This design comes from an exercise in tuning for small area on the open sky130 flow, not from production work. At most, simulation tests tie the RTL to the original design; equivalence was not proved. No functional check of the RTL was part of run 5. Power figures rest on the tool's default switching activity, not on a simulated workload.

$ cat flow/config.mk
export PLATFORM = sky130hd
export DESIGN_NAME = meas_point_buf
export DESIGN_NICKNAME = meas_point_buf
export VERILOG_FILES = /design/flow/design.v
export SDC_FILE = /design/flow/constraint.sdc
export NUM_CORES = 4
export LEC_CHECK = 0
export CAP_MARGIN = 20
export CORE_MARGIN = 2
export CORE_UTILIZATION = 45
export SLEW_MARGIN = 20
export SYNTH_HIERARCHICAL = 1
$ cat flow/design.v
package meas_pkg;
    localparam int POINT_V_WIDTH   = 16;
    localparam int POINT_T_WIDTH   = 10;
    localparam int POINT_SEQ_WIDTH = 6;
    typedef struct packed {
        logic [POINT_SEQ_WIDTH-1:0] seq;
        logic [POINT_T_WIDTH-1:0]   t;
        logic [POINT_V_WIDTH-1:0]   v;
    } meas_point_t;
endpackage
module onehot_aoi #(
    parameter int N = 3
) (
    input  logic [N-1:0] sel,
    input  logic [N-1:0] d,
    output logic         y_n
);
    assign y_n = ~|(sel & d);
endmodule
module onehot_mux #(
    parameter int N = 64
) (
    input  logic [N-1:0] sel,
    input  logic [N-1:0] d,
    output logic         y
);
    localparam int G = 3;
    localparam int NG = N / G;
    localparam int NR = N - NG * G;
    logic [NG:0] grp_n;
    for (genvar g = 0; g < NG; g++) begin : g_grp
        onehot_aoi #(.N(G)) u_aoi (
            .sel (sel[g*G +: G]),
            .d   (d[g*G +: G]),
            .y_n (grp_n[g])
        );
    end
    if (NR > 0) begin : g_rest
        onehot_aoi #(.N(NR)) u_aoi (
            .sel (sel[N-1 -: NR]),
            .d   (d[N-1 -: NR]),
            .y_n (grp_n[NG])
        );
    end else begin : g_norest
        assign grp_n[NG] = 1'b1;
    end
    assign y = ~&grp_n;
endmodule
module fifo_ram_sp #(
    parameter int DEPTH  = 64,
    parameter int WIDTH  = 32,
    parameter int LVL_W  = $clog2(DEPTH) + 1
) (
    input  logic             clk,
    input  logic             we,
    input  logic [WIDTH-1:0] wdata,
    input  logic [LVL_W-1:0] level,
    output logic [WIDTH-1:0] rdata
);
    logic [WIDTH-1:0] mem_r [DEPTH];
    logic [DEPTH-1:0] sel_s;
    always_ff @(posedge clk) begin
        if (we) begin
            mem_r[0] <= wdata;
            for (int k = 1; k < DEPTH; k++) begin
                mem_r[k] <= mem_r[k-1];
            end
        end
    end
    always_comb begin
        for (int k = 0; k < DEPTH; k++) begin
            sel_s[k] = (level == LVL_W'(k + 1));
        end
    end
    for (genvar b = 0; b < WIDTH; b++) begin : g_col
        logic [DEPTH-1:0] col_s;
        for (genvar k = 0; k < DEPTH; k++) begin : g_row
            assign col_s[k] = mem_r[k][b];
        end
        onehot_mux #(.N(DEPTH)) u_mux (
            .sel (sel_s),
            .d   (col_s),
            .y   (rdata[b])
        );
    end
endmodule
module meas_point_buf #(
    parameter int DEPTH          = 64,
    parameter int V_WIDTH        = meas_pkg::POINT_V_WIDTH,
    parameter int T_WIDTH        = meas_pkg::POINT_T_WIDTH,
    parameter int SEQ_WIDTH      = meas_pkg::POINT_SEQ_WIDTH,
    parameter int DROP_CNT_WIDTH = 16
) (
    input  logic                      wb_clk_i,
    input  logic                      wb_rst_i,
    input  logic                      point_rdy_i,
    input  logic [V_WIDTH-1:0]        point_v_i,
    input  logic [T_WIDTH-1:0]        point_t_i,
    input  logic                      en_i,
    input  logic                      clr_i,
    input  logic                      pop_i,
    output logic [31:0]               rd_data_o,
    output logic                      rd_valid_o,
    output logic [$clog2(DEPTH):0]    level_o,
    output logic                      full_o,
    output logic                      ovf_o,
    output logic                      unf_o,
    output logic [DROP_CNT_WIDTH-1:0] drop_cnt_o
);
    localparam int ADDR_W = $clog2(DEPTH);
    localparam int LVL_W  = ADDR_W + 1;
    localparam int DATA_W = T_WIDTH + V_WIDTH;
    localparam logic [DROP_CNT_WIDTH-1:0] DROP_MAX = {DROP_CNT_WIDTH{1'b1}};
    logic [LVL_W-1:0]          level_r;
    logic [SEQ_WIDTH-1:0]      seq_r;
    logic [DROP_CNT_WIDTH-1:0] drop_cnt_r;
    logic                      ovf_r;
    logic                      unf_r;
    logic              empty_s;
    logic              full_s;
    logic              push_req_s;
    logic              push_ok_s;
    logic              pop_ok_s;
    logic              drop_s;
    logic [DATA_W-1:0] head_s;
    logic [SEQ_WIDTH-1:0] head_seq_s;
    assign empty_s    = (level_r == '0);
    assign full_s     = level_r[LVL_W-1];
    assign push_req_s = point_rdy_i & en_i;
    assign pop_ok_s   = pop_i & ~empty_s;
    assign push_ok_s  = push_req_s & (~full_s | pop_i);
    assign drop_s     = push_req_s & full_s & ~pop_i;
    fifo_ram_sp #(
        .DEPTH (DEPTH),
        .WIDTH (DATA_W)
    ) u_ram (
        .clk   (wb_clk_i),
        .we    (push_ok_s),
        .wdata ({point_t_i, point_v_i}),
        .level (level_r),
        .rdata (head_s)
    );
    always_ff @(posedge wb_clk_i) begin
        if (wb_rst_i || clr_i) begin
            level_r    <= '0;
            seq_r      <= '0;
            drop_cnt_r <= '0;
            ovf_r      <= 1'b0;
            unf_r      <= 1'b0;
        end else begin
            if (push_ok_s) begin
                seq_r <= seq_r + 1'b1;
            end
            if (push_ok_s != pop_ok_s) begin
                level_r <= pop_ok_s ? level_r - 1'b1 : level_r + 1'b1;
            end
            if (drop_s) begin
                ovf_r <= 1'b1;
                if (drop_cnt_r != DROP_MAX) begin
                    drop_cnt_r <= drop_cnt_r + 1'b1;
                end
            end
            if (pop_i && empty_s) begin
                unf_r <= 1'b1;
            end
        end
    end
    assign head_seq_s = empty_s ? '0 : seq_r - level_r[SEQ_WIDTH-1:0];
    assign rd_valid_o = ~empty_s;
    assign rd_data_o  = {head_seq_s, head_s};
    assign level_o    = level_r;
    assign full_o     = full_s;
    assign ovf_o      = ovf_r;
    assign unf_o      = unf_r;
    assign drop_cnt_o = drop_cnt_r;
endmodule
$ cat flow/run.sh
#!/bin/bash
# synth_recipe.tcl (not shown) runs the flow's synth.tcl, then flattens the netlist and writes it again
# the make line also repeats each setting of config.mk as NAME=value (left out here)
make -C /OpenROAD-flow-scripts/flow DESIGN_CONFIG=/design/flow/config.mk WORK_HOME=/design/flow/orfs CLKGATE_MAP_FILE= SYNTH_SCRIPT=/design/flow/synth_recipe.tcl finish
$ cat flow/constraint.sdc
create_clock -name core_clock -period 10.0 [get_ports {wb_clk_i}]
set_input_delay 2.0000 -clock core_clock [delete_from_list [all_inputs] [get_ports {wb_clk_i}]]
set_output_delay 2.0000 -clock core_clock [all_outputs]
set_load 0.01 [all_outputs]
==> results of run 1 <==
## Yosys cell counts (all sizes together), types with 10 or more instances
| cell type | number |
|---|---|
| dfxtp | 31 |
| a21oi | 12 |
| nand2 | 46 |
| edfxtp | 1664 |
| inv | 10 |
| nand4 | 138 |
| xnor2 | 18 |
| and4 | 29 |
| a222oi | 546 |
| nand3 | 14 |
| nor2 | 101 |
| clkbuf | 14 |
| nor4 | 28 |
## final cells by class
type                    instances  area, sq um  area share [%]
diodes                          1         2.50         0.00367
inverters                      10         37.5          0.0550
well taps                    1755         2200            3.22
repair buffers                186         1770            2.59
clock inverters                85          586           0.858
flip-flops and latches       1695        50600            74.1
multi-input cells            1021         8600            12.6
clock buffers                 211         4450            6.52
## power by group through the flow
stage	registers [mW]	clock network (mW)	logic, mW
finish	8.27	5.92	0.245
global route	8.29	6.28	0.263
CTS	8.27	6.01	0.243
detailed placement	8.41	0	0.244
global placement	8.39	0	0.233
floorplan	8.60	0	0.140
## worst max-delay path: stages (launching register included)
cell and delay, ps:
dfxtp_1 680, or3_1 880, nor2_4 40, buf_4 330, a222oi_1 740, nand4_1 430, nor4_1 650, nand4_1 210
clkdlybuf4s50_1 540
## sequential cells by signal (all words and copies together) (netlist names)
register	flops
drop_cnt_r	16
level_r	7
ovf_r	1
seq_r	6
u_ram.mem_r	1664
unf_r	1
## final timing paths
path,startpoint,end,slack (ps),cells past startpoint
worst min register to register,u_ram.mem_r[40][1],u_ram.mem_r[41][1],440,0
worst min-delay path,u_ram.mem_r[40][1],u_ram.mem_r[41][1],440,0
worst max-delay path,level_r[6],rd_data_o[21],2670,8
worst max register to register,level_r[3],level_r[6],6640,9
## cells by family (layout without fill, tap and decap cells)
group / after synthesis / count (layout) / synth area share, %
AO/OA/AOI/OAI: 582 / 582 / 9.66
XOR/XNOR: 25 / 25 / 0.370
adder cells (fa/ha/maj): 9 / 9 / 0.203
buffers and inverters: 32 / 492 / 0.254
flip-flops: 1695 / 1695 / 85.5
multiplexers: 3 / 3 / 0.0529
other: 0 / 1 / 0
AND/OR/NAND/NOR: 402 / 402 / 3.91
## layer usage
metal | track usage, % | vias up | routed length, microns
met3 | 6.92 | 342 | 21400
met1 | 33.4 | 17542 | 63700
met5 | 0.0356 | - | 0
met2 | 36.4 | 2594 | 75700
li1 | - | 13483 | -
met4 | 10.7 | 0 | 7610
## per-stage QoR
stage / utilization, % / std cells / power [mW] / hold WS, ps / area (sq um)
6_report: 52.1 / 4964 / 14.4 / 441 / 68200
3_5_place_dp: 48.2 / 4664 / 8.65 / 431 / 63100
5_1_grt: 52.1 / 4963 / 14.8 / 436 / 68200
4_1_cts: 52.0 / 4960 / 14.5 / 426 / 68200
2_1_floorplan: - / 2748 / 8.74 / 425 / 59200
3_3_place_gp: 48.2 / 4663 / 8.63 / 429 / 63100
==> results.ini, run 1 <==
[placed_design]
gp_congestion = 0.851
preCtsSetupSlack_ps = 3580
hpwl_microns = 97000
numPortBuffers = 90

[layout]
drive_above_1_share_pct = 12.0
most-common-layout-cells = edfxtp_1, a222oi_1, clkbuf_16
area_growth_pct = 15.4
final.fill_count = 10194
layout_commonest_cell = edfxtp_1
finalNetCount = 3121

[pwr]
pwr-share-clk_pct = 41.0
p_seq_share_pct = 57.3
powerDensity_nw_per_um2 = 212
switching_power_mw = 2.98
cellLeakagePower_nw = 21.2
switching_share_pct = 20.6
peakVddDrop_mv = 0.156
p_int_mw = 11.5
p_comb_share_pct = 1.7

[timing]
min_period_over_period_pct = 73.3
finalHoldViolations = 0
drv_slew = 0
relSlewSlack_pct = 24.8
setup_viol = 0
rsz0062_at_grt = no
period_needed_ps = 7330
clock-skew-final_ps = 28.6
worst_pin_slew_ps = 1130
max_freq_ghz = 0.136
fin_ws_ps = 2670
setup_tns_ps = 0

[detailed_routing]
ant_nets = 0
firstDrtPassIters = 10
detail_route.iter0.violations = 8120
viasPerCell = 6.84
wl_per_cell_microns = 33.9
vias = 33961
wirelength_microns = 168000
drc = 0

[global_route]
grt_pass1_vias = 32526
grtUsageTotal_pct = 24.3
antenna_found_initial = 2
grt_start_max_net_pins = 214
gr-total-overflow = 0
grt_pass1_wl_microns = 236000

[logic_synthesis]
netlist_instances = 2748
synth_cell_type_count = 56
synth_top_area_cell = edfxtp_1
synth-warning-count = 9
seq_area_frac_synth_pct = 85.5
synth-edff-count = 1664
synth_top_area_share_pct = 84.5
netlist_area_sq_um = 59100
ys_ff_latch = 1695
syn_nets = 2789
async_flop_share_pct = 0
synth_ff_type = edfxtp_1
synthTopCellsByArea = edfxtp_1, a222oi_1, nand4_1
avgSynthCellArea_sq_um = 21.5

[floorplan]
core_region_area_sq_um = 131000
start_util_pct = 45.2
num_io_pins = 91
num_rows = 133
die_area_sq_um = 134000
die_h_microns = 367
die_w_microns = 367

[cts]
cts.sinks = 1695
post-cts-setup-buffers = 0
path_clk_slew_ps = 60
cts_tree = built
cts_made_buffers = 166
ctsLongestPathBuffers = 3
clkLatencyLatePin_ps = 790
cts-root-buf = clkbuf_16
cts.repair.resized = 0
cts-htree-levels = 4
ctsHoldBuffers = 0

[setup_path]
crit_path_start_kind = register
arrival_ps = 5330
worstPathMaxFanout = 26
path_class = reg2out
crit_path_end_kind = output pin
required_ps = 8000

[run_status]
outcome = finished clean

[flow_run]
maxCapViolations = 0

[min_path]
min_path_type = reg2reg

==> inputs of run 2 (changes only) <==
--- a/flow/config.mk
+++ b/flow/config.mk
@@ -8,5 +8,8 @@
 export CAP_MARGIN = 20
 export CORE_MARGIN = 2
 export CORE_UTILIZATION = 45
+export CTS_CLUSTER_DIAMETER = 150
+export CTS_CLUSTER_SIZE = 25
+export GPL_TIMING_DRIVEN = 0
 export SLEW_MARGIN = 20
 export SYNTH_HIERARCHICAL = 1
==> run 2 against run 1 <==
Compared with the run above: still clean; area after synthesis unchanged; clock skew fell by 1.2 ps; via count shrank 0.70%; final area grew 0.73%; critical path type unchanged; largest cell class unchanged.
==> results.ini, run 2 <==
[cts]
cts.repair.resized = 0  ; unchanged
post-cts-setup-buffers = 0  ; unchanged
clkLatencyLatePin_ps = 730  ; -60 ps
cts_tree = built
path_clk_slew_ps = 100  ; +40 ps
cts-htree-levels = 3  ; -1
cts-root-buf = clkbuf_16
cts_made_buffers = 77  ; -54%
ctsLongestPathBuffers = 3  ; unchanged
ctsHoldBuffers = 0  ; unchanged
cts.sinks = 1695  ; unchanged

[layout]
largest_reg_flops = 1664  ; unchanged
fin_cells = 4851  ; -2.3%
final_cell_area_sq_um = 68700  ; +0.73%
reg_top3 = u_ram.mem_r (1664), drop_cnt_r (16), level_r (7)
area_growth_pct = 16.2
seqCellArea_sq_um = 50600  ; unchanged
diodes = 0  ; -1
layout_commonest_cell = edfxtp_1
top_register = u_ram.mem_r
multi_input_area_sq_um = 8890  ; +3.4%
most-common-layout-cells = edfxtp_1, a222oi_1, nand4_1
finalNetCount = 3123  ; +0.064%
drive_above_1_share_pct = 10.9  ; -1.1 points
final.fill_count = 9941  ; -2.5%

[global_route]
grt_start_max_net_pins = 34  ; -84%
gr-total-overflow = 0  ; unchanged
grtUsageTotal_pct = 24.4  ; +0.030 points
grt_pass1_wl_microns = 237000  ; +0.27%
grt_pass1_vias = 32695  ; +0.52%
antenna_found_initial = 5  ; +3

[timing]
period_needed_ps = 7870  ; +536 ps
relSlewSlack_pct = 37.4  ; +13 points
min_period_over_period_pct = 78.7  ; +5.4 points
finalHoldViolations = 0  ; unchanged
drv_slew = 0  ; unchanged
worst_pin_slew_ps = 936  ; -192 ps
setup_viol = 0  ; unchanged
fin_ws_ps = 2130  ; -536 ps
clock-skew-final_ps = 27.5  ; -1.16 ps
rsz0062_at_grt = no
max_freq_ghz = 0.127  ; -6.8%
setup_tns_ps = 0  ; unchanged

[placed_design]
gp_congestion = 0.798  ; -6.2%
placed_cells = 4758  ; +2.0%
hpwl_microns = 116000  ; +19%
preCtsSetupSlack_ps = 2700  ; -879 ps
numPortBuffers = 89  ; -1.1%
dpl_cell_area_sq_um = 66700  ; +5.6%

[logic_synthesis]
synth_cell_type_count = 56  ; unchanged
netlist_instances = 2748  ; unchanged
synth-edff-count = 1664  ; unchanged
synthTopCellsByArea = edfxtp_1, a222oi_1, nand4_1
synth_top_area_share_pct = 84.5  ; unchanged
ys_top_cells_by_count = edfxtp_1, a222oi_1, nand4_1
avgSynthCellArea_sq_um = 21.5  ; unchanged
synth-adder-area-share_pct = 0.203  ; unchanged
synth-warning-count = 9  ; unchanged
async_flop_share_pct = 0  ; unchanged
synth-xor-area-share_pct = 0.370  ; unchanged
ys_ff_latch = 1695  ; unchanged
seq_area_frac_synth_pct = 85.5  ; unchanged
synthMuxAreaShare_pct = 0.0529  ; unchanged
synth_ff_type = edfxtp_1
syn_nets = 2789  ; unchanged
synth_compound_area_share_pct = 9.66  ; unchanged
synth_top_area_cell = edfxtp_1
synthMostInstantiatedCell = edfxtp_1
synth_simple_gate_area_share_pct = 3.91  ; unchanged
netlist_area_sq_um = 59100  ; unchanged
synth_top_family_by_area = compound AO/OA/AOI/OAI gates

[floorplan]
die_h_microns = 367  ; unchanged
die_area_sq_um = 134000  ; unchanged
start_util_pct = 45.2  ; unchanged
die_w_microns = 367  ; unchanged
num_io_pins = 91  ; unchanged
core_region_area_sq_um = 131000  ; unchanged
num_rows = 133  ; unchanged

[pwr]
cellLeakagePower_nw = 21.0  ; -1.3%
peakVddDrop_mv = 0.145  ; -7.2%
total_power_mw = 12.1  ; -16%
powerDensity_nw_per_um2 = 176  ; -17%

[detailed_routing]
wirelength_microns = 168000  ; -0.16%
vias = 33724  ; -0.70%
detail_route.iter0.violations = 7604  ; -6.4%
drc = 0  ; unchanged
wl_per_cell_microns = 34.6  ; +2.2%
ant_nets = 0  ; unchanged
firstDrtPassIters = 10  ; unchanged
viasPerCell = 6.95  ; +1.6%

[setup_path]
r2r_cells = 15  ; +6
crit_path_start_kind = register
required_ps = 8000  ; about the same
worstPathMaxFanout = 16  ; -38%
path_class = reg2out
crit_path_end_kind = output pin
r2r_end = u_ram.mem_r[0][22]
reg2reg_setup_slack_ps = 5740  ; -900 ps
r2r_start = level_r[6]
arrival_ps = 5870  ; +540 ps

[run_status]
outcome = finished clean

[min_path]
min_from = u_ram.mem_r[60][9]
min_path_type = reg2reg
worstHoldEndpoint = u_ram.mem_r[61][9]
hold_depth = 0  ; unchanged

[flow_run]
maxCapViolations = 0  ; unchanged

run 2: where the power goes:
| part | leakage, nW | internal, mW | switching (mW) |
|---|---|---|---|
| Sequential | 15.9 | 8.09 | 0.154 |
| Clock | 1.01 | 1.44 | 2.10 |
| Combinational | 4.10 | 0.113 | 0.200 |
| Total | 21.0 | 9.65 | 2.45 |
run 2: metal layers:
layer	track usage (%)	up-vias	part of all wire, %
met3	4.93	399	12
met4	10.7	0	4.8
met2	38.0	2531	46
li1	-	13377	-
met5	0	-	0
met1	33.3	17417	37
run 2: cell type report:
type / count / area share, %
repair buffers: 255 / 7.02
inverters: 10 / 0.0546
clock inverters: 5 / 0.0837
well taps: 1755 / 3.20
flip-flops and latches: 1695 / 73.6
plain buffers: 22 / 0.167
clock buffers: 88 / 2.93
multi-input cells: 1021 / 12.9
run 2: how the worst max path moves through the flow:
stage                           to  cells past startpoint         from  slack, ps
2_1_floorplan             seq_r[4]                      6        pop_i     -17860
3_3_place_gp   u_ram.mem_r[16][22]                      3  point_rdy_i     -24690
3_5_place_dp         rd_data_o[23]                     10   level_r[6]       2700
4_1_cts              rd_data_o[23]                     10   level_r[6]       1880
5_1_grt               rd_data_o[4]                     10   level_r[6]       2060
6_report              rd_data_o[4]                     10   level_r[6]       2130
run 2: cell families (layout without fill, tap and decap cells):
family                     count (synthesis)  after routing
AOI/OAI and AO/OA                        582            582
muxes                                      3              3
DFF                                     1695           1695
adders and majority gates                  9              9
and+or+nand+nor                          402            402
buffers and inverters                     32            380
xor gates and xnor gates                  25             25
run 2: through the flow:
| stage | util (%) | hold WS [ps] |
|---|---|---|
| after global placement | 47.5 | 429 |
| after detailed placement | 50.9 | 432 |
| final | 52.5 | 441 |
| after CTS | 52.5 | 431 |
| after floorplan | - | 425 |
| after global routing | 52.5 | 448 |
run 2: critical path, cell delays in order, from the launching register on:
cell,delay [ps]
dfxtp_1,810
or3b_1,220
clkbuf_1,610
buf_2,610
nor2_4,290
buf_12,260
a222oi_1,500
nand4_1,210
nor4_1,760
nand4_1,310
clkdlybuf4s50_1,560
==> inputs of run 3 (changes only) <==
--- a/flow/design.v
+++ b/flow/design.v
@@ -68,9 +68,10 @@
         end
     end
     always_comb begin
-        for (int k = 0; k < DEPTH; k++) begin
-            sel_s[k] = (level == LVL_W'(k + 1));
+        for (int k = 0; k < DEPTH - 1; k++) begin
+            sel_s[k] = (level[LVL_W-2:0] == (LVL_W-1)'(k + 1));
         end
+        sel_s[DEPTH-1] = level[LVL_W-1];
     end
     for (genvar b = 0; b < WIDTH; b++) begin : g_col
         logic [DEPTH-1:0] col_s;
@@ -152,13 +153,13 @@
                 seq_r <= seq_r + 1'b1;
             end
             if (push_ok_s != pop_ok_s) begin
-                level_r <= pop_ok_s ? level_r - 1'b1 : level_r + 1'b1;
+                level_r <= level_r + {{(LVL_W-1){pop_ok_s}}, 1'b1};
             end
             if (drop_s) begin
                 ovf_r <= 1'b1;
-                if (drop_cnt_r != DROP_MAX) begin
-                    drop_cnt_r <= drop_cnt_r + 1'b1;
-                end
+            end
+            if (drop_s && drop_cnt_r != DROP_MAX) begin
+                drop_cnt_r <= drop_cnt_r + 1'b1;
             end
             if (pop_i && empty_s) begin
                 unf_r <= 1'b1;
--- a/flow/config.mk
+++ b/flow/config.mk
@@ -10,6 +10,5 @@
 export CORE_UTILIZATION = 45
 export CTS_CLUSTER_DIAMETER = 150
 export CTS_CLUSTER_SIZE = 25
-export GPL_TIMING_DRIVEN = 0
 export SLEW_MARGIN = 20
 export SYNTH_HIERARCHICAL = 1
==> run 3 against run 2 <==
Compared with the run above: still clean on timing, DRC and antenna; fmax up 6.8%; sequential share of layout area up 4.1 points; flip-flop and latch count unchanged; die area down 0.23%; count of clock-buffer cells in the layout up 8; synthesized cell count down 0.84%; total power down 0.50%; critical path type unchanged; highest routed layer unchanged.
==> results.ini, run 3 <==
[floorplan]
die_w_microns = 366  ; -0.12%
core_region_area_sq_um = 130000  ; -0.88%
die_area_sq_um = 134000  ; -0.23%
num_rows = 132  ; -0.75%
start_util_pct = 45.4  ; +0.29 points
num_io_pins = 91  ; unchanged
die_h_microns = 366  ; -0.12%

[global_route]
grtUsageTotal_pct = 23.0  ; -1.3 points
antenna_found_initial = 2  ; -3
grt_pass1_vias = 31231  ; -4.5%
grt_start_max_net_pins = 220  ; +550%
gr-total-overflow = 0  ; unchanged
grt_pass1_wl_microns = 226000  ; -4.5%

[timing]
drv_slew = 0  ; unchanged
min_period_over_period_pct = 73.7  ; -5.0 points
relSlewSlack_pct = 17.0  ; -20 points
worst_pin_slew_ps = 1230  ; +298 ps
clock-skew-final_ps = 47.9  ; +20.5 ps
period_needed_ps = 7370  ; -502 ps
fin_ws_ps = 2630  ; +502 ps
setup_viol = 0  ; unchanged
rsz0062_at_grt = no
setup_tns_ps = 0  ; unchanged
finalHoldViolations = 0  ; unchanged
max_freq_ghz = 0.136  ; +6.8%

[logic_synthesis]
syn_nets = 2766  ; -0.82%
netlist_instances = 2725  ; -0.84%
async_flop_share_pct = 0  ; unchanged
avgSynthCellArea_sq_um = 21.6  ; +0.61%
synth-edff-count = 1664  ; unchanged
ys_ff_latch = 1695  ; unchanged
synth_cell_type_count = 51  ; -8.9%
synth-warning-count = 9  ; unchanged
synthMostInstantiatedCell = edfxtp_1
synth_top_area_cell = edfxtp_1
ys_top_cells_by_count = edfxtp_1, a222oi_1, nand4_1
netlist_area_sq_um = 59000  ; -0.24%
synthTopCellsByArea = edfxtp_1, a222oi_1, nand4_1
seq_area_frac_synth_pct = 85.8  ; +0.20 points
synth_top_area_share_pct = 84.7  ; +0.20 points
synth_ff_type = edfxtp_1

[cts]
ctsLongestPathBuffers = 3  ; unchanged
cts-root-buf = clkbuf_16
path_clk_slew_ps = 110  ; about the same
cts-htree-levels = 3  ; unchanged
cts.sinks = 1695  ; unchanged
post-cts-setup-buffers = 0  ; unchanged
cts.repair.resized = 0  ; unchanged
cts_made_buffers = 77  ; unchanged
clkLatencyLatePin_ps = 710  ; -20 ps
cts_tree = built
ctsHoldBuffers = 0  ; unchanged

[layout]
top_register = u_ram.mem_r
final_cell_area_sq_um = 65100  ; -5.2%
largest_reg_flops = 1664  ; unchanged
most-common-layout-cells = edfxtp_1, a222oi_1, nand4_1
reg_top3 = u_ram.mem_r (1664), drop_cnt_r (16), level_r (7)
area_growth_pct = 10.4
layout_commonest_cell = edfxtp_1
drive_above_1_share_pct = 8.17  ; -2.7 points
finalNetCount = 2994  ; -4.1%

[detailed_routing]
wl_per_cell_microns = 34.0  ; -1.8%
firstDrtPassIters = 10  ; unchanged
wirelength_microns = 161000  ; -4.5%
drc = 0  ; unchanged
ant_nets = 0  ; unchanged
detail_route.iter0.violations = 8292  ; +9.0%
vias = 32651  ; -3.2%
viasPerCell = 6.92  ; -0.47%

[setup_path]
required_ps = 8000  ; about the same
crit_path_start_kind = register
arrival_ps = 5370  ; -500 ps
path_class = reg2out
crit_path_end_kind = output pin
worstPathMaxFanout = 26  ; +10

[pwr]
total_power_mw = 12.0  ; -0.50%
powerDensity_nw_per_um2 = 185  ; +5.0%
cellLeakagePower_nw = 19.7  ; -6.1%
peakVddDrop_mv = 0.140  ; -3.3%

[placed_design]
hpwl_microns = 89900  ; -22%
preCtsSetupSlack_ps = 3660  ; +955 ps
gp_congestion = 0.804  ; +0.66%
numPortBuffers = 90  ; +1.1%
dpl_cell_area_sq_um = 63000  ; -5.5%

[flow_run]
maxCapViolations = 0  ; unchanged

[run_status]
outcome = finished clean

[min_path]
min_path_type = reg2reg

==> run 3: cell types whose count changed after synthesis, sizes merged, moves of 3 or more <==
cell,change
nor3,-3
mux2i,+3
a31o,-3
nor4b,+3
nand2,-5
nor2,-4
nand3,-9
and2,-3
==> run 3: per-layer routing <==
metal	wire, microns	global-route usage, %
met5	0	0
met2	73500	35.4
met4	7420	10.5
met3	18600	4.43
met1	61100	32.1
==> run 3: path summary, 6_finish.rpt <==
kind / from / cells after the start / slack, ps / end
max: level_r[5] / 8 / 2630 / rd_data_o[12]
min: u_ram.mem_r[5][13] / 0 / 430 / u_ram.mem_r[6][13]
max reg2reg: level_r[6] / 5 / 6510 / u_ram.mem_r[0][14]
min reg2reg: u_ram.mem_r[5][13] / 0 / 430 / u_ram.mem_r[6][13]
==> run 3: cell type report <==
type	count	area, sq um
Clock buffer	96	2060
Fill cell	10380	64700
Timing Repair Buffer	168	1620
Tap cell	1742	2180
Sequential cell	1695	50600
Inverter	11	41.3
Antenna cell	2	5.00
Clock inverter	5	50.0
Multi-Input combinational cell	1000	8570
==> run 3: cell families (layout without fill, tap and decap cells) <==
family,Yosys count,count (layout),synth area share [%]
flops,1695,1695,85.8
compound gates,578,578,9.64
simple gates,385,385,3.75
buf+inv,30,280,0.233
xor+xnor,23,23,0.341
fa+ha+maj,9,9,0.204
mux,5,5,0.0848
other cells,0,2,0
==> run 3: report_power, final <==
part           leakage [nW]  switching, mW  internal (mW)
sequential             15.9          0.155           8.08
combinational          2.80          0.175         0.0522
clock                  1.03           2.11           1.47
total                  19.7           2.44           9.61
==> run 3: critical path: stages, from the launching register on <==
cell	delay (ps)
dfxtp_1	560
nand2b_1	850
nor2_4	50
buf_4	340
a222oi_1	510
nand4_1	290
nor4_1	1060
nand4_1	380
clkdlybuf4s50_1	600
==> run 3: stage by stage <==
stage	hold slack [ps]	instances	util (%)
5_1_grt	453	4717	50.2
4_1_cts	436	4716	50.1
3_5_place_dp	432	4615	48.5
6_report	427	4719	50.2
3_3_place_gp	428	4615	48.5
2_1_floorplan	425	2725	-
==> inputs of run 4 (changes only) <==
==> flow/flow/run.sh (new file) <==
#!/bin/bash
# Standard layout, with two changes: ports are buffered with the smallest
# buffer, and CTS does not add dummy loads to balance the clock tree.
set -o pipefail
export BUFFER_PORTS_ARGS="-buffer_cell sky130_fd_sc_hd__buf_1"
export CTS_ARGS="-sink_clustering_enable -repair_clock_nets -sink_clustering_size 25 -sink_clustering_max_diameter 150 -dont_use_dummy_load"
bash standard.sh 2>&1 | tee standard_sh.log
==> flow/standard.sh (new file) <==
#!/bin/bash
# synth_recipe.tcl (not shown) runs the flow's synth.tcl, then flattens the netlist and writes it again
# the make line also repeats each setting of config.mk as NAME=value (left out here)
make -C /OpenROAD-flow-scripts/flow DESIGN_CONFIG=/design/flow/config.mk WORK_HOME=/design/flow/orfs CLKGATE_MAP_FILE= SYNTH_SCRIPT=/design/flow/synth_recipe.tcl "${@:-finish}"
removed: flow/run.sh
==> run 4 against run 3 <==
Compared with the run above: largest cell class unchanged; worst setup slack improved by 480 ps; final cell count decreased by 0.36%; still clean; global-route usage increased by 0.67 points; highest routed layer unchanged.
==> results.ini, run 4 <==
[global_route]
gr-total-overflow = 0  ; unchanged
grtUsageTotal_pct = 23.7  ; +0.67 points
grt_start_max_net_pins = 226  ; +2.7%
antenna_found_initial = 3  ; +1
grt_pass1_vias = 31599  ; +1.2%
grt_pass1_wl_microns = 231000  ; +2.3%

[logic_synthesis]
seq_area_frac_synth_pct = 85.8  ; unchanged
syn_nets = 2766  ; unchanged
synth-edff-count = 1664  ; unchanged
avgSynthCellArea_sq_um = 21.6  ; unchanged
synth_top_area_share_pct = 84.7  ; unchanged
synth_ff_type = edfxtp_1
ys_ff_latch = 1695  ; unchanged
async_flop_share_pct = 0  ; unchanged
synth_top_area_cell = edfxtp_1
ys_top_cells_by_count = edfxtp_1, a222oi_1, nand4_1
synth_cell_type_count = 51  ; unchanged
netlist_area_sq_um = 59000  ; unchanged
synthTopCellsByArea = edfxtp_1, a222oi_1, nand4_1
synth-warning-count = 9  ; unchanged
netlist_instances = 2725  ; unchanged
synthMostInstantiatedCell = edfxtp_1

[timing]
min_period_over_period_pct = 68.9  ; -4.8 points
setup_tns_ps = 0  ; unchanged
finalHoldViolations = 0  ; unchanged
clock-skew-final_ps = 64.2  ; +16.2 ps
rsz0062_at_grt = no
setup_viol = 0  ; unchanged
max_freq_ghz = 0.145  ; +6.9%
period_needed_ps = 6890  ; -478 ps
worst_pin_slew_ps = 1150  ; -83.8 ps
relSlewSlack_pct = 23.3  ; +6.3 points
drv_slew = 0  ; unchanged

[layout]
fin_cells = 4702  ; -0.36%
fin_util_pct = 49.6  ; -0.55 points
finalNetCount = 3002  ; +0.27%
largest_reg_flops = 1664  ; unchanged
most-common-layout-cells = edfxtp_1, a222oi_1, nand4_1
reg_top3 = u_ram.mem_r (1664), drop_cnt_r (16), level_r (7)
layout_commonest_cell = edfxtp_1
top_register = u_ram.mem_r
drive_above_1_share_pct = 8.25  ; +0.078 points
area_growth_pct = 9.18

[floorplan]
die_area_sq_um = 134000  ; unchanged
num_io_pins = 91  ; unchanged
die_w_microns = 366  ; unchanged
start_util_pct = 45.4  ; unchanged
die_h_microns = 366  ; unchanged
core_region_area_sq_um = 130000  ; unchanged
num_rows = 132  ; unchanged

[placed_design]
hpwl_microns = 92700  ; +3.1%
numPortBuffers = 90  ; unchanged
gp_congestion = 0.819  ; +1.9%
placed_cells = 4622  ; +0.15%

[flow_run]
maxCapViolations = 0  ; unchanged

[pwr]
powerDensity_nw_per_um2 = 185  ; about the same
peakVddDrop_mv = 0.139  ; -0.77%
cellLeakagePower_nw = 19.4  ; -1.3%

[detailed_routing]
wirelength_microns = 165000  ; +2.5%
wl_per_cell_microns = 35.0  ; +2.9%
ant_nets = 0  ; unchanged
drc = 0  ; unchanged
viasPerCell = 7.00  ; +1.2%
detail_route.iter0.violations = 8285  ; -0.084%
vias = 32923  ; +0.83%
firstDrtPassIters = 10  ; unchanged

[setup_path]
worstPathMaxFanout = 18  ; -31%
crit_path_start_kind = register
required_ps = 8000  ; about the same
arrival_ps = 4890  ; -480 ps
crit_path_end_kind = output pin
path_class = reg2out

[cts]
cts_tree = built
path_clk_slew_ps = 100  ; about the same
cts.repair.resized = 0  ; unchanged
ctsHoldBuffers = 0  ; unchanged
post-cts-setup-buffers = 0  ; unchanged
cts.sinks = 1695  ; unchanged
cts_made_buffers = 77  ; unchanged
ctsLongestPathBuffers = 3  ; unchanged
cts-root-buf = clkbuf_16
cts-htree-levels = 3  ; unchanged
clkLatencyLatePin_ps = 710  ; about the same

[min_path]
min_path_type = reg2reg

[run_status]
outcome = finished clean

==> run 4: logic make-up (layout without fill, tap and decap cells) <==
logic type	Yosys count	in the layout	synth area share, %
xor gates and xnor gates	23	23	0.341
and+or+nand+nor	385	385	3.75
adders and majority gates	9	9	0.204
other	0	1	0
muxes	5	5	0.0848
DFF	1695	1695	85.8
AOI/OAI and AO/OA	578	578	9.64
buffers and inverters	30	264	0.233
==> run 4: final cells by class <==
type / instances / area [sq um]
diodes: 1 / 2.50
inverters: 11 / 41.3
flip-flops and latches: 1695 / 50600
fillers: 10488 / 65400
repair buffers: 176 / 1110
well taps: 1742 / 2180
clock buffers: 77 / 1930
multi-input cells: 1000 / 8560
==> run 4: final timing paths <==
check	slack, ps	depth (start not counted)	from	to
worst min-delay path	420	0	u_ram.mem_r[35][7]	u_ram.mem_r[36][7]
worst min register to register	420	0	u_ram.mem_r[35][7]	u_ram.mem_r[36][7]
worst max register to register	6240	5	level_r[6]	u_ram.mem_r[20][10]
worst max-delay path	3110	8	level_r[5]	rd_data_o[17]
==> run 4: per-stage QoR <==
step | total power, mW | hold WS (ps) | worst slack (ps) | cell area, sq um
after detailed placement | 8.60 | 432 | 3900 | 62400
after CTS | 12.0 | 425 | 3090 | 64300
after global routing | 12.2 | 441 | 3020 | 64400
after global placement | 8.58 | 430 | 3850 | 62400
final | 11.9 | 422 | 3110 | 64400
after floorplan | 8.76 | 425 | -23020 | 59000
==> run 4: power by group <==
part	internal [mW]	leakage, nW	switching (mW)
clock network	1.39	0.949	2.07
logic	0.0365	2.62	0.176
registers	8.08	15.9	0.155
total	9.51	19.4	2.40
==> run 4: metal layers <==
layer	GRT usage (%)	vias to the layer above	wire length, microns
li1	-	13049	-
met4	11.4	0	8370
met5	0	-	0
met3	4.35	301	19000
met1	33.2	17257	62900
met2	36.1	2316	74300
==> run 4: worst max-delay path, cell delays in order, from the launching register on <==
cell      delay [ps]
dfxtp_1          630
nand2b_1         940
nor2_2            90
buf_4            350
a222oi_1         630
nand4_1          200
nor4_1           770
nand4_1          310
buf_1            230
==> inputs of run 5 (changes only) <==
--- a/flow/design.v
+++ b/flow/design.v
@@ -46,6 +46,20 @@
     end
     assign y = ~&grp_n;
 endmodule
+module level_dec #(
+    parameter int DEPTH = 64,
+    parameter int LVL_W = $clog2(DEPTH) + 1
+) (
+    input  logic [LVL_W-1:0] level,
+    output logic [DEPTH-1:0] sel
+);
+    always_comb begin
+        for (int k = 0; k < DEPTH - 1; k++) begin
+            sel[k] = (level[LVL_W-2:0] == (LVL_W-1)'(k + 1));
+        end
+        sel[DEPTH-1] = level[LVL_W-1];
+    end
+endmodule
 module fifo_ram_sp #(
     parameter int DEPTH  = 64,
     parameter int WIDTH  = 32,
@@ -58,7 +72,6 @@
     output logic [WIDTH-1:0] rdata
 );
     logic [WIDTH-1:0] mem_r [DEPTH];
-    logic [DEPTH-1:0] sel_s;
     always_ff @(posedge clk) begin
         if (we) begin
             mem_r[0] <= wdata;
@@ -67,19 +80,23 @@
             end
         end
     end
-    always_comb begin
-        for (int k = 0; k < DEPTH - 1; k++) begin
-            sel_s[k] = (level[LVL_W-2:0] == (LVL_W-1)'(k + 1));
-        end
-        sel_s[DEPTH-1] = level[LVL_W-1];
-    end
+    logic [DEPTH-1:0] sel_lo_s;
+    logic [DEPTH-1:0] sel_hi_s;
+    level_dec #(.DEPTH(DEPTH), .LVL_W(LVL_W)) u_dec_lo (
+        .level (level),
+        .sel   (sel_lo_s)
+    );
+    level_dec #(.DEPTH(DEPTH), .LVL_W(LVL_W)) u_dec_hi (
+        .level (level),
+        .sel   (sel_hi_s)
+    );
     for (genvar b = 0; b < WIDTH; b++) begin : g_col
         logic [DEPTH-1:0] col_s;
         for (genvar k = 0; k < DEPTH; k++) begin : g_row
             assign col_s[k] = mem_r[k][b];
         end
         onehot_mux #(.N(DEPTH)) u_mux (
-            .sel (sel_s),
+            .sel ((b < WIDTH / 2) ? sel_lo_s : sel_hi_s),
             .d   (col_s),
             .y   (rdata[b])
         );
==> run 5 against run 4 <==
Compared with the run above: final area barely moved; routed wire length fell by 7.3%; clock power barely moved; via count fell by 0.19%; clock skew fell by 25 ps; global-route usage fell by 1.9 points; count of clock-buffer cells in the layout did not move; sequential power barely moved; worst hold slack improved by 11 ps; worst setup slack got worse by 11 ps.
==> results.ini, run 5 <==
[global_route]
gr-total-overflow = 0  ; unchanged
grtUsageTotal_pct = 21.8  ; -1.9 points
antenna_found_initial = 4  ; +1
grt_pass1_wl_microns = 218000  ; -5.7%
grt_pass1_vias = 30292  ; -4.1%
grt_start_max_net_pins = 202  ; -11%

[cts]
post-cts-setup-buffers = 0  ; unchanged
clkLatencyLatePin_ps = 710  ; about the same
cts_tree = built
cts.repair.resized = 0  ; unchanged
cts-root-buf = clkbuf_16
cts_made_buffers = 77  ; unchanged
cts.sinks = 1695  ; unchanged
path_clk_slew_ps = 100  ; about the same
cts-htree-levels = 3  ; unchanged
ctsHoldBuffers = 0  ; unchanged
ctsLongestPathBuffers = 3  ; unchanged

[floorplan]
core_region_area_sq_um = 131000  ; +1.1%
die_h_microns = 368  ; +0.39%
start_util_pct = 45.3  ; -0.16 points
num_rows = 133  ; +0.76%
die_area_sq_um = 135000  ; +0.78%
die_w_microns = 368  ; +0.39%
num_io_pins = 91  ; unchanged

[timing]
finalHoldViolations = 0  ; unchanged
min_period_over_period_pct = 69.0  ; +0.11 points
clock-skew-final_ps = 38.8  ; -25.4 ps
period_needed_ps = 6900  ; +11.1 ps
worst_pin_slew_ps = 1190  ; +40.9 ps
setup_tns_ps = 0  ; unchanged
rsz0062_at_grt = no
relSlewSlack_pct = 20.6  ; -2.7 points
setup_viol = 0  ; unchanged
fin_ws_ps = 3100  ; -11.1 ps
drv_slew = 0  ; unchanged
max_freq_ghz = 0.145  ; -0.16%

[min_path]
worstHoldEndpoint = u_ram.mem_r[52][23]
min_from = u_ram.mem_r[51][23]
min_path_type = reg2reg
hold_depth = 0  ; unchanged

[layout]
layout_commonest_cell = edfxtp_1
reg_top3 = u_ram.mem_r (1664), drop_cnt_r (16), level_r (7)
final_cell_area_sq_um = 64500  ; about the same
area_growth_pct = 8.42
drive_above_1_share_pct = 6.09  ; -2.2 points
finalNetCount = 3063  ; +2.0%
final.fill_count = 10576  ; +0.84%
most-common-layout-cells = edfxtp_1, a222oi_1, nand4_1
largest_reg_flops = 1664  ; unchanged
top_register = u_ram.mem_r

[logic_synthesis]
synth_cell_type_count = 51  ; unchanged
netlist_area_sq_um = 59500  ; +0.79%
synth_top_area_cell = edfxtp_1
synthMostInstantiatedCell = edfxtp_1
ys_top_cells_by_count = edfxtp_1, a222oi_1, nor2_1
synthTopCellsByArea = edfxtp_1, a222oi_1, nand4_1
ys_ff_latch = 1695  ; unchanged
async_flop_share_pct = 0  ; unchanged
synth_top_area_share_pct = 84.0  ; -0.66 points
netlist_instances = 2821  ; +3.5%
syn_nets = 2862  ; +3.5%
synth-edff-count = 1664  ; unchanged
avgSynthCellArea_sq_um = 21.1  ; -2.6%
seq_area_frac_synth_pct = 85.1  ; -0.67 points
synth_ff_type = edfxtp_1
synth-warning-count = 10  ; +1

[setup_path]
path_class = reg2out
worstPathMaxFanout = 19  ; +1
critPathBufInv = 1  ; -1
slowest_delay_ps = 820  ; -120 ps
r2r_end = level_r[4]
arrival_ps = 4900  ; about the same
r2r_cells = 9  ; +4
cp_common_cell = nand4_1
required_ps = 8000  ; about the same
slowest_stage = nor4_1
cp_cell_sequence = nand2_1, nor2_1, a222oi_1, nand4_1, nor4_1, nand4_1, buf_1
r2r_start = level_r[3]
reg2reg_setup_slack_ps = 7050  ; +810 ps
cp_top_family = simple AND/OR/NAND/NOR gates
crit_path_end_kind = output pin
crit_path_start_kind = register

[detailed_routing]
wl_per_cell_microns = 31.9  ; -8.8%
viasPerCell = 6.88  ; -1.8%
wirelength_microns = 153000  ; -7.3%
vias = 32860  ; -0.19%
firstDrtPassIters = 14  ; +4
ant_nets = 0  ; unchanged
detail_route.iter0.violations = 8462  ; +2.1%
drc = 0  ; unchanged

[flow_run]
maxCapViolations = 0  ; unchanged

[placed_design]
preCtsSetupSlack_ps = 3940  ; +46.1 ps
numPortBuffers = 90  ; unchanged
gp_congestion = 0.915  ; +12%
dpl_cell_area_sq_um = 62400  ; about the same
hpwl_microns = 102000  ; +10%

[pwr]
switching_power_mw = 2.38  ; -0.53%
p_int_mw = 9.51  ; about the same
cellLeakagePower_nw = 19.4  ; -0.13%
total_power_mw = 11.9  ; about the same
switching_share_pct = 20.0  ; -0.088 points
p_comb_share_pct = 1.9  ; about the same
p_seq_share_pct = 69.4  ; +0.2 points
peakVddDrop_mv = 0.136  ; -2.3%
powerDensity_nw_per_um2 = 184  ; -0.18%
pwr-share-clk_pct = 28.7  ; -0.3 points

[run_status]
outcome = finished clean

[run 5: worst max-delay path by stage]
stage | end | slack (ps) | start | cells past startpoint
final | rd_data_o[8] | 3100 | level_r[1] | 7
after global routing | rd_data_o[8] | 2990 | level_r[1] | 7
after CTS | rd_data_o[8] | 3140 | level_r[1] | 7
after detailed placement | rd_data_o[8] | 3940 | level_r[1] | 7
after global placement | rd_data_o[5] | 3920 | level_r[1] | 7
after floorplan | level_r[2] | -23020 | pop_i | 5
[run 5: power groups by stage]
stage	clock network, mW	logic (mW)	registers (mW)
after floorplan	0	0.138	8.63
after global placement	0	0.214	8.39
after detailed placement	0	0.224	8.40
after CTS	3.51	0.222	8.25
after global routing	3.72	0.241	8.28
final	3.42	0.222	8.25
[run 5: cell type report]
class,instances,area [sq um],area share (%)
Timing Repair Buffer,154,947,1.47
Multi-Input combinational cell,1083,8750,13.6
Tap cell,1755,2200,3.41
Inverter,11,41.3,0.0640
Antenna cell,2,5.00,0.00776
Clock buffer,77,1930,2.99
Sequential cell,1695,50600,78.5
[run 5: kinds of logic after synthesis]
family / synth area share, %
muxes: 0.0842
DFF: 85.1
xor gates and xnor gates: 0.339
and+or+nand+nor: 4.40
buffers and inverters: 0.326
adders and majority gates: 0.202
AOI/OAI and AO/OA: 9.57
[run 5: metrics by stage]
stage,hold slack [ps],cells,util (%)
after global placement,428,4692,47.5
after CTS,434,4770,49.0
final,433,4777,49.1
after global routing,436,4775,49.1
after detailed placement,432,4693,47.6
after floorplan,425,2821,-
[run 5: per-layer routing]
layer,up-vias,GRT usage [%],routed length (microns)
met2,2361,31.6,67000
met5,-,0,27
li1,13298,-,-
met1,17026,34.4,64700
met3,171,3.92,17900
met4,4,4.85,2810
==> inputs of run 6 (changes only) <==
--- a/flow/design.v
+++ b/flow/design.v
@@ -46,20 +46,6 @@
     end
     assign y = ~&grp_n;
 endmodule
-module level_dec #(
-    parameter int DEPTH = 64,
-    parameter int LVL_W = $clog2(DEPTH) + 1
-) (
-    input  logic [LVL_W-1:0] level,
-    output logic [DEPTH-1:0] sel
-);
-    always_comb begin
-        for (int k = 0; k < DEPTH - 1; k++) begin
-            sel[k] = (level[LVL_W-2:0] == (LVL_W-1)'(k + 1));
-        end
-        sel[DEPTH-1] = level[LVL_W-1];
-    end
-endmodule
 module fifo_ram_sp #(
     parameter int DEPTH  = 64,
     parameter int WIDTH  = 32,
@@ -72,6 +58,7 @@
     output logic [WIDTH-1:0] rdata
 );
     logic [WIDTH-1:0] mem_r [DEPTH];
+    logic [DEPTH-1:0] sel_s;
     always_ff @(posedge clk) begin
         if (we) begin
             mem_r[0] <= wdata;
@@ -80,23 +67,19 @@
             end
         end
     end
-    logic [DEPTH-1:0] sel_lo_s;
-    logic [DEPTH-1:0] sel_hi_s;
-    level_dec #(.DEPTH(DEPTH), .LVL_W(LVL_W)) u_dec_lo (
-        .level (level),
-        .sel   (sel_lo_s)
-    );
-    level_dec #(.DEPTH(DEPTH), .LVL_W(LVL_W)) u_dec_hi (
-        .level (level),
-        .sel   (sel_hi_s)
-    );
+    always_comb begin
+        for (int k = 0; k < DEPTH - 1; k++) begin
+            sel_s[k] = (level[LVL_W-2:0] == (LVL_W-1)'(k + 1));
+        end
+        sel_s[DEPTH-1] = level[LVL_W-1];
+    end
     for (genvar b = 0; b < WIDTH; b++) begin : g_col
         logic [DEPTH-1:0] col_s;
         for (genvar k = 0; k < DEPTH; k++) begin : g_row
             assign col_s[k] = mem_r[k][b];
         end
         onehot_mux #(.N(DEPTH)) u_mux (
-            .sel ((b < WIDTH / 2) ? sel_lo_s : sel_hi_s),
+            .sel (sel_s),
             .d   (col_s),
             .y   (rdata[b])
         );
@@ -128,7 +111,6 @@
     localparam int ADDR_W = $clog2(DEPTH);
     localparam int LVL_W  = ADDR_W + 1;
     localparam int DATA_W = T_WIDTH + V_WIDTH;
-    localparam logic [DROP_CNT_WIDTH-1:0] DROP_MAX = {DROP_CNT_WIDTH{1'b1}};
     logic [LVL_W-1:0]          level_r;
     logic [SEQ_WIDTH-1:0]      seq_r;
     logic [DROP_CNT_WIDTH-1:0] drop_cnt_r;
@@ -175,8 +157,8 @@
             if (drop_s) begin
                 ovf_r <= 1'b1;
             end
-            if (drop_s && drop_cnt_r != DROP_MAX) begin
-                drop_cnt_r <= drop_cnt_r + 1'b1;
+            if (drop_s) begin
+                drop_cnt_r <= drop_cnt_r + {{(DROP_CNT_WIDTH-1){1'b0}}, ~&drop_cnt_r};
             end
             if (pop_i && empty_s) begin
                 unf_r <= 1'b1;
==> flow/flow/run.sh (replaced) <==
#!/bin/bash
# Standard layout, with two changes: ports are buffered with the smallest
# buffer, and CTS uses clkbuf_8 clusters of up to 16 sinks without dummy
# balancing loads.
set -o pipefail
export BUFFER_PORTS_ARGS="-buffer_cell sky130_fd_sc_hd__buf_1"
export CTS_ARGS="-sink_clustering_enable -repair_clock_nets -dont_use_dummy_load -root_buf sky130_fd_sc_hd__clkbuf_8 -tree_buf sky130_fd_sc_hd__clkbuf_8 -sink_clustering_buffer sky130_fd_sc_hd__clkbuf_8 -sink_clustering_size 16 -sink_clustering_max_diameter 60"
bash standard.sh 2>&1 | tee standard_sh.log
--- a/flow/config.mk
+++ b/flow/config.mk
@@ -8,7 +8,5 @@
 export CAP_MARGIN = 20
 export CORE_MARGIN = 2
 export CORE_UTILIZATION = 45
-export CTS_CLUSTER_DIAMETER = 150
-export CTS_CLUSTER_SIZE = 25
 export SLEW_MARGIN = 20
 export SYNTH_HIERARCHICAL = 1
==> run 6 against run 5 <==
Compared with the run above: routed wire length grew 8.1%; area after synthesis shrank 0.83%; count of clock-buffer cells in the layout grew 55; register-to-register slack lost 600 ps; worst hold slack lost 70 ps; critical path depth grew 1; total power shrank 1.2%; critical path type unchanged; largest cell class unchanged; largest power group unchanged.
==> results.ini, run 6 <==
[logic_synthesis]
ys_ff_latch = 1695  ; unchanged
synthMostInstantiatedCell = edfxtp_1
synth-warning-count = 9  ; -1
syn_nets = 2767  ; -3.3%
seq_area_frac_synth_pct = 85.8  ; +0.71 points
synth_top_area_share_pct = 84.7  ; +0.70 points
synth-edff-count = 1664  ; unchanged
netlist_instances = 2725  ; -3.4%
async_flop_share_pct = 0  ; unchanged
synth_ff_type = edfxtp_1
ys_top_cells_by_count = edfxtp_1, a222oi_1, nand4_1
netlist_area_sq_um = 59000  ; -0.83%
synthTopCellsByArea = edfxtp_1, a222oi_1, nand4_1
synth_cell_type_count = 44  ; -14%
synth_top_area_cell = edfxtp_1
avgSynthCellArea_sq_um = 21.6  ; +2.7%

[cts]
clkLatencyLatePin_ps = 860  ; +150 ps
cts_made_buffers = 132  ; +71%
cts-root-buf = clkbuf_8
ctsHoldBuffers = 0  ; unchanged
cts-htree-levels = 4  ; +1
cts.sinks = 1695  ; unchanged
cts_tree = built
ctsLongestPathBuffers = 3  ; unchanged
post-cts-setup-buffers = 0  ; unchanged
cts.repair.resized = 0  ; unchanged
path_clk_slew_ps = 110  ; about the same

[floorplan]
start_util_pct = 45.4  ; +0.14 points
die_w_microns = 366  ; -0.41%
num_io_pins = 91  ; unchanged
die_h_microns = 366  ; -0.41%
die_area_sq_um = 134000  ; -0.82%
num_rows = 132  ; -0.75%
core_region_area_sq_um = 130000  ; -1.1%

[run_status]
outcome = finished clean

[setup_path]
slowest_stage = dfxtp_1
r2r_end = level_r[6]
r2r_cells = 9  ; unchanged
arrival_ps = 5330  ; +430 ps
r2r_start = level_r[3]
reg2reg_setup_slack_ps = 6450  ; -600 ps
critPathBufInv = 2  ; +1
slowest_delay_ps = 1130  ; +310 ps
crit_path_start_kind = register
required_ps = 8000  ; about the same
cp_cell_sequence = nand4b_1, nor2_4, buf_4, a222oi_1, nand4_1, nor4_1, nand4_1, buf_1
worstPathMaxFanout = 26  ; +7
path_class = reg2out
crit_path_end_kind = output pin
cp_common_cell = nand4_1
cp_top_family = simple AND/OR/NAND/NOR gates

[pwr]
total_power_mw = 11.7  ; -1.2%
p_seq_share_pct = 70.3  ; +0.9 points
cellLeakagePower_nw = 19.5  ; +0.45%
peakVddDrop_mv = 0.146  ; +7.6%
switching_share_pct = 20.7  ; +0.65 points
p_comb_share_pct = 1.8  ; about the same
pwr-share-clk_pct = 27.9  ; -0.8 points
p_int_mw = 9.32  ; -2.0%
powerDensity_nw_per_um2 = 183  ; -1.1%
switching_power_mw = 2.43  ; +2.0%

[timing]
min_period_over_period_pct = 73.3  ; +4.3 points
max_freq_ghz = 0.137  ; -5.8%
relSlewSlack_pct = 20.0  ; -0.60 points
period_needed_ps = 7330  ; +427 ps
finalHoldViolations = 0  ; unchanged
rsz0062_at_grt = no
setup_tns_ps = 0  ; unchanged
drv_slew = 0  ; unchanged
worst_pin_slew_ps = 1200  ; +7.38 ps
setup_viol = 0  ; unchanged
clock-skew-final_ps = 96.2  ; +57.4 ps

[global_route]
grt_pass1_vias = 31963  ; +5.5%
gr-total-overflow = 0  ; unchanged
grt_pass1_wl_microns = 231000  ; +6.1%
grt_start_max_net_pins = 222  ; +9.9%
antenna_found_initial = 8  ; +4
grtUsageTotal_pct = 23.9  ; +2.0 points

[layout]
fin_util_pct = 49.6  ; +0.49 points
drive_above_1_share_pct = 10.3  ; +4.2 points
reg_top3 = u_ram.mem_r (1664), drop_cnt_r (16), level_r (7)
layout_commonest_cell = edfxtp_1
finalNetCount = 3071  ; +0.26%
most-common-layout-cells = edfxtp_1, a222oi_1, nand4_1
multi_input_area_sq_um = 8510  ; -2.8%
area_growth_pct = 9.18
largest_reg_flops = 1664  ; unchanged
seqCellArea_sq_um = 50600  ; about the same
final.fill_count = 10425  ; -1.4%
top_register = u_ram.mem_r

[detailed_routing]
ant_nets = 0  ; unchanged
viasPerCell = 6.96  ; +1.2%
drc = 0  ; unchanged
vias = 33242  ; +1.2%
firstDrtPassIters = 9  ; -5
wl_per_cell_microns = 34.6  ; +8.2%
wirelength_met1_microns = 63900  ; -1.3%
wl_met2_microns = 72700  ; +8.5%
wl_met3_microns = 21000  ; +17%
wirelength_microns = 165000  ; +8.1%
top_layer = met4
detail_route.iter0.violations = 8698  ; +2.8%

[placed_design]
gp_congestion = 0.834  ; -8.9%
numPortBuffers = 90  ; unchanged
hpwl_microns = 95600  ; -6.2%

[flow_run]
maxCapViolations = 0  ; unchanged

[min_path]
worstHoldEndpoint = u_ram.mem_r[62][6]
hold_depth = 0  ; unchanged
min_from = u_ram.mem_r[61][6]
min_path_type = reg2reg

run 6: cell count changes after synthesis, moves of 4 or more:
cell / delta
nor4b_1: -4
nand4b_1: -4
nand3_1: +6
xnor2_1: -7
a211oi_1: -4
xor2_1: +9
nand4bb_1: -6
or4b_1: -4
clkbuf_1: -6
nand2_1: -4
nor2_1: -62
run 6: how the worst max path moves through the flow:
stage                     cells after the start  startpoint  slack (ps)       endpoint
final                                         8  level_r[1]        2670  rd_data_o[15]
after floorplan                               6       pop_i      -25970     level_r[6]
after CTS                                     8  level_r[1]        2880  rd_data_o[15]
after detailed placement                      8  level_r[1]        3840  rd_data_o[15]
after global placement                        8  level_r[5]        3980   rd_data_o[6]
after global routing                          8  level_r[1]        2740  rd_data_o[15]
run 6: final cells by class:
type                       instances  area share, %
clock buffer                     132           2.82
antenna                            4         0.0155
multi-input combinational        995           13.2
tap                             1742           3.39
sequential                      1695           78.6
inverter                          11         0.0641
timing repair buffer             194           1.91
run 6: worst reg2reg max path, delay by kind of cell, from the launching register on:
kind | cells | cell delay, ps
adders and majority gates | 1 | 290
AOI/OAI and AO/OA | 3 | 900
and+or+nand+nor | 4 | 1500
xor gates and xnor gates | 1 | 120
DFF | 1 | 670
run 6: layer usage:
layer	vias up	GRT usage, %
met5	-	0
met4	0	10.1
met3	330	5.57
met2	2650	35.2
met1	17110	34.2
li1	13152	-
run 6: power by group through the flow:
stage               clock [mW]  combinational [mW]  sequential, mW
floorplan                    0               0.133            8.65
global placement             0               0.205            8.39
detailed placement           0               0.216            8.40
CTS                       3.37               0.214            8.25
global route              3.60               0.230            8.28
finish                    3.28               0.213            8.25
run 6: cell families after synthesis:
logic type | after synthesis | synth area share [%]
fa+ha+maj | 10 | 0.225
mux | 5 | 0.0849
compound gates | 574 | 9.58
flops | 1695 | 85.8
buf+inv | 35 | 0.248
xor+xnor | 25 | 0.371
simple gates | 381 | 3.69
run 6: per-stage QoR:
stage          instances  setup WS, ps  hold WS (ps)  cell area [sq um]
3_5_place_dp        4636          3840           431              62500
3_3_place_gp        4636          3980           428              62500
4_1_cts             4768          2880           365              64300
5_1_grt             4770          2740           355              64400
2_1_floorplan       2725        -25970           425              59000
6_report            4773          2670           363              64400

[separate check: timing with driven ports]
How much do the figures lean on ideal ports? The routed layouts below were timed once more, with nothing changed but the port constraints.
Step 1 (the two cells are an assumption about what drives the block):
set clk [get_ports {wb_clk_i}]
set_driving_cell -lib_cell sky130_fd_sc_hd__clkbuf_16 $clk
set_driving_cell -lib_cell sky130_fd_sc_hd__buf_2 [delete_from_list [all_inputs] $clk]
Step 2, shift: input delay + t, output delay - t, t = (earliest + latest rising clock arrival at the registers) / 2. This alone moves slack from input paths to output paths.
Slacks: ideal ports / drivers / drivers and shift; pairs: ideal ports / drivers.
run	t (ns)	setup slack, ns	worst setup path at the end
run 1	0.854	2.668 / 2.593 / 3.447	register to output
run 2	0.792	2.132 / 2.057 / 2.848	register to output
run 3	0.754	2.634 / 2.567 / 3.321	register to output
run 4	0.751	3.113 / 3.044 / 3.795	register to output
run 5	0.758	3.101 / 3.030 / 3.788	register to output
run 6	0.891	2.675 / 2.599 / 3.490	register to output
After both steps every run listed still meets setup and hold.
